What follows belongs to an exercise in optimizing a design on an open flow for small area; a production flow would make more cautious choices. Only simulation tests tie the RTL to the original design; equivalence was not proved. Power figures rest on the tool's default switching activity, not on a simulated workload.

Setup of v6:
==> flow/design.v <==
package regfile_pkg;
    localparam int XLEN_DEFAULT = 32;
    localparam int NREG_DEFAULT = 32;
    localparam int AW_DEFAULT   = 5;
    typedef enum logic {
        RF_CLEAR = 1'b0,
        RF_READY = 1'b1
    } rf_state_t;
    typedef logic [AW_DEFAULT-1:0] reg_idx_t;
endpackage
module regfile_aoi222 (
    input  logic a0, b0, a1, b1, a2, b2,
    output logic y
);
    assign y = ~((a0 & b0) | (a1 & b1) | (a2 & b2));
endmodule
module regfile_nand2 (
    input  logic a, b,
    output logic y
);
    assign y = ~(a & b);
endmodule
module regfile_nand3 (
    input  logic a, b, c,
    output logic y
);
    assign y = ~(a & b & c);
endmodule
module regfile_nand4 (
    input  logic a, b, c, d,
    output logic y
);
    assign y = ~(a & b & c & d);
endmodule
module regfile_or3 (
    input  logic a, b, c,
    output logic y
);
    assign y = a | b | c;
endmodule
module regfile_and2 (
    input  logic a, b,
    output logic y
);
    assign y = a & b;
endmodule
module regfile_rd_bit (
    input  logic [31:1] sel,
    input  logic [31:1] d,
    output logic        y
);
    logic [10:0] g;    
    logic [2:0]  h;    
    for (genvar k = 0; k < 10; k++) begin : g_aoi
        regfile_aoi222 u_aoi (
            .a0 (sel[3*k+1]), .b0 (d[3*k+1]),
            .a1 (sel[3*k+2]), .b1 (d[3*k+2]),
            .a2 (sel[3*k+3]), .b2 (d[3*k+3]),
            .y  (g[k])
        );
    end
    regfile_nand2 u_n31 (.a(sel[31]), .b(d[31]), .y(g[10]));
    regfile_nand4 u_h0 (.a(g[0]), .b(g[1]), .c(g[2]), .d(g[3]), .y(h[0]));
    regfile_nand4 u_h1 (.a(g[4]), .b(g[5]), .c(g[6]), .d(g[7]), .y(h[1]));
    regfile_nand3 u_h2 (.a(g[8]), .b(g[9]), .c(g[10]), .y(h[2]));
    regfile_or3   u_y  (.a(h[0]), .b(h[1]), .c(h[2]), .y(y));
endmodule
module regfile_rd_port
#(
    parameter int XLEN = regfile_pkg::XLEN_DEFAULT,
    parameter int NREG = regfile_pkg::NREG_DEFAULT
) (
    input  logic [3:0]                 lo,
    input  logic [NREG/4-1:0]          hi,
    input  logic [NREG-1:1][XLEN-1:0]  regs,
    output logic [XLEN-1:0]            rdata
);
    logic [NREG-1:1] sel;
    for (genvar i = 1; i < NREG; i++) begin : g_sel
        regfile_and2 u_sel (.a(lo[i % 4]), .b(hi[i / 4]), .y(sel[i]));
    end
    for (genvar b = 0; b < XLEN; b++) begin : g_bit
        logic [NREG-1:1] col;
        for (genvar i = 1; i < NREG; i++) begin : g_col
            assign col[i] = regs[i][b];
        end
        regfile_rd_bit u_bit (.sel(sel), .d(col), .y(rdata[b]));
    end
endmodule
module regfile_2r1w
#(
    parameter int XLEN = regfile_pkg::XLEN_DEFAULT,
    parameter int NREG = regfile_pkg::NREG_DEFAULT,
    parameter int AW   = regfile_pkg::AW_DEFAULT
) (
    input  logic            C,
    input  logic            R,
    input  logic            we,
    input  logic [AW-1:0]   waddr,
    input  logic [XLEN-1:0] wdata,
    input  logic [AW-1:0]   raddr1,
    input  logic [AW-1:0]   raddr2,
    output logic [XLEN-1:0] rdata1,
    output logic [XLEN-1:0] rdata2,
    output logic            busy
);
    logic [NREG-1:1][XLEN-1:0] regs_q;
    logic            clr_q;       
    logic [AW-1:0]   pa_q;        
    logic [XLEN-1:0] pd_q;        
    logic [3:0]        lo1_q, lo2_q;
    logic [NREG/4-1:0] hi1_q, hi2_q;
    logic [3:0]        wlo;
    logic [NREG/4-1:0] whi;
    logic [NREG-1:1]   wen;
    assign busy = R || clr_q;
    always_ff @(posedge C) begin
        if (R) begin
            clr_q <= 1'b1;
            pa_q  <= AW'(1);
        end else if (clr_q) begin
            clr_q <= (pa_q != AW'(NREG - 1));
            pa_q  <= pa_q + AW'(1);
        end else begin
            pa_q  <= we ? waddr : '0;
        end
    end
    always_ff @(posedge C) begin
        pd_q <= busy ? '0 : wdata;
        for (int j = 0; j < 4; j++) begin
            lo1_q[j] <= !busy && (raddr1[1:0] == 2'(j));
            lo2_q[j] <= !busy && (raddr2[1:0] == 2'(j));
        end
        for (int k = 0; k < NREG / 4; k++) begin
            hi1_q[k] <= !busy && (raddr1[AW-1:2] == (AW-2)'(k));
            hi2_q[k] <= !busy && (raddr2[AW-1:2] == (AW-2)'(k));
        end
    end
    always_comb begin
        for (int j = 0; j < 4; j++) begin
            wlo[j] = (pa_q[1:0] == 2'(j));
        end
        for (int k = 0; k < NREG / 4; k++) begin
            whi[k] = (pa_q[AW-1:2] == (AW-2)'(k));
        end
    end
    for (genvar i = 1; i < NREG; i++) begin : g_wen
        regfile_and2 u_wen (.a(wlo[i % 4]), .b(whi[i / 4]), .y(wen[i]));
    end
    always_ff @(posedge C) begin
        for (int i = 1; i < NREG; i++) begin
            if (wen[i]) begin
                regs_q[i] <= pd_q;
            end
        end
    end
    regfile_rd_port #(
        .XLEN (XLEN),
        .NREG (NREG)
    ) u_rd_port1 (
        .lo    (lo1_q),
        .hi    (hi1_q),
        .regs  (regs_q),
        .rdata (rdata1)
    );
    regfile_rd_port #(
        .XLEN (XLEN),
        .NREG (NREG)
    ) u_rd_port2 (
        .lo    (lo2_q),
        .hi    (hi2_q),
        .regs  (regs_q),
        .rdata (rdata2)
    );
endmodule
Settings: LEC_CHECK=0, CAP_MARGIN=20, CORE_MARGIN=2, CORE_UTILIZATION=60, CTS_CLUSTER_DIAMETER=90, CTS_CLUSTER_SIZE=30, SETUP_SLACK_MARGIN=0.1, SLEW_MARGIN=20, SYNTH_HIERARCHICAL=1, SYNTH_MINIMUM_KEEP_SIZE=0; clock period 5.0 ns.
standard.sh (not shown) runs the stock make flow with config.mk's settings and CLKGATE_MAP_FILE= SYNTH_SCRIPT=/design/flow/synth_recipe.tcl, a recipe that flattens the netlist after the stock synthesis.
==> flow/flow/run.sh <==
#!/bin/bash
# The standard layout (the standard.sh, all ORFS steps), with one change:
# the port buffers that global placement inserts on every input and output
# are the smallest buffer, sky130_fd_sc_hd__buf_1, instead of the cell
# buffer_ports picks by default (clkdlybuf4s50_1).
set -euo pipefail
bash standard.sh "BUFFER_PORTS_ARGS=-buffer_cell sky130_fd_sc_hd__buf_1" finish > standard_flow.log 2>&1
### v6 -> v7
==> flow/design.v, changed modules only <==
module regfile_rd_port
#(
    parameter int XLEN = regfile_pkg::XLEN_DEFAULT,
    parameter int NREG = regfile_pkg::NREG_DEFAULT
) (
    input  logic [3:0]                 lo_n,
    input  logic [NREG/4-1:0]          hi_n,
    input  logic [NREG-1:1][XLEN-1:0]  regs,
    output logic [XLEN-1:0]            rdata
);
    logic [NREG-1:1] sel;
    always_comb begin
        for (int i = 1; i < NREG; i++) begin
            sel[i] = !lo_n[i % 4] && !hi_n[i / 4];
        end
    end
    for (genvar b = 0; b < XLEN; b++) begin : g_bit
        logic [NREG-1:1] col;
        for (genvar i = 1; i < NREG; i++) begin : g_col
            assign col[i] = regs[i][b];
        end
        regfile_rd_bit u_bit (.sel(sel), .d(col), .y(rdata[b]));
    end
endmodule
module regfile_2r1w
#(
    parameter int XLEN = regfile_pkg::XLEN_DEFAULT,
    parameter int NREG = regfile_pkg::NREG_DEFAULT,
    parameter int AW   = regfile_pkg::AW_DEFAULT
) (
    input  logic            C,
    input  logic            R,
    input  logic            we,
    input  logic [AW-1:0]   waddr,
    input  logic [XLEN-1:0] wdata,
    input  logic [AW-1:0]   raddr1,
    input  logic [AW-1:0]   raddr2,
    output logic [XLEN-1:0] rdata1,
    output logic [XLEN-1:0] rdata2,
    output logic            busy
);
    logic [NREG-1:1][XLEN-1:0] regs_q;
    logic            clr_q;       
    logic [AW-1:0]   pa_q;        
    logic [XLEN-1:0] pd_q;        
    logic [3:0]        lo1_n_q, lo2_n_q;
    logic [NREG/4-1:0] hi1_n_q, hi2_n_q;
    assign busy = R || clr_q;
    always_ff @(posedge C) begin
        if (R) begin
            clr_q <= 1'b1;
            pa_q  <= AW'(1);
        end else if (clr_q) begin
            clr_q <= (pa_q != AW'(NREG - 1));
            pa_q  <= pa_q + AW'(1);
        end else begin
            pa_q  <= we ? waddr : '0;
        end
    end
    always_ff @(posedge C) begin
        pd_q <= busy ? '0 : wdata;
        for (int j = 0; j < 4; j++) begin
            lo1_n_q[j] <= busy || (raddr1[1:0] != 2'(j));
            lo2_n_q[j] <= busy || (raddr2[1:0] != 2'(j));
        end
        for (int k = 0; k < NREG / 4; k++) begin
            hi1_n_q[k] <= busy || (raddr1[AW-1:2] != (AW-2)'(k));
            hi2_n_q[k] <= busy || (raddr2[AW-1:2] != (AW-2)'(k));
        end
    end
    always_ff @(posedge C) begin
        for (int i = 1; i < NREG; i++) begin
            if (pa_q == AW'(i)) begin
                regs_q[i] <= pd_q;
            end
        end
    end
    regfile_rd_port #(
        .XLEN (XLEN),
        .NREG (NREG)
    ) u_rd_port1 (
        .lo_n  (lo1_n_q),
        .hi_n  (hi1_n_q),
        .regs  (regs_q),
        .rdata (rdata1)
    );
    regfile_rd_port #(
        .XLEN (XLEN),
        .NREG (NREG)
    ) u_rd_port2 (
        .lo_n  (lo2_n_q),
        .hi_n  (hi2_n_q),
        .regs  (regs_q),
        .rdata (rdata2)
    );
endmodule
// module regfile_and2 removed
==> run summary <==
Proportion of cell area spent on the clock network of v7 is on par with v6. Met3 track utilization from global routing (lower): v7. v7 against v6: combinational share of power flat; total number of multi-input combinational cells went up by 6. | length of routed met2 wiring | v7 vs v6 | about 6% higher |. v7 against v6: total clock buffers created by CTS did not really move; met3 layer wire length in the routed design went up.

[afterwards: timing with drivers on the ports]
In the flow no input, the clock included, has a driving cell. The finished layouts below were timed again as built, in two steps.
Step 1 sets driving cells, clkbuf_16 on the clock port and buf_2 on the other inputs (assumed; they add their load-dependent delay and slew).
Step 2 adds t to the input delays and takes it off the output delays; t is the mean of the earliest and latest rising clock arrival at the registers after step 1. Input paths then give back, and output paths get back, about the clock's delay inside the block.
Three values: ideal, step 1, step 2; two values: the first two.
run | t (ns) | setup WS [ns] | hold slack, ns | worst setup path at the end
v6 | 0.695 | 0.721 / 0.650 / 1.345 | 0.541 / 0.492 / 0.642 | register to output
v7 | 0.696 | 0.384 / 0.316 / 1.012 | 0.539 / 0.496 / 0.650 | register to output
After both steps every run listed still meets setup and hold.
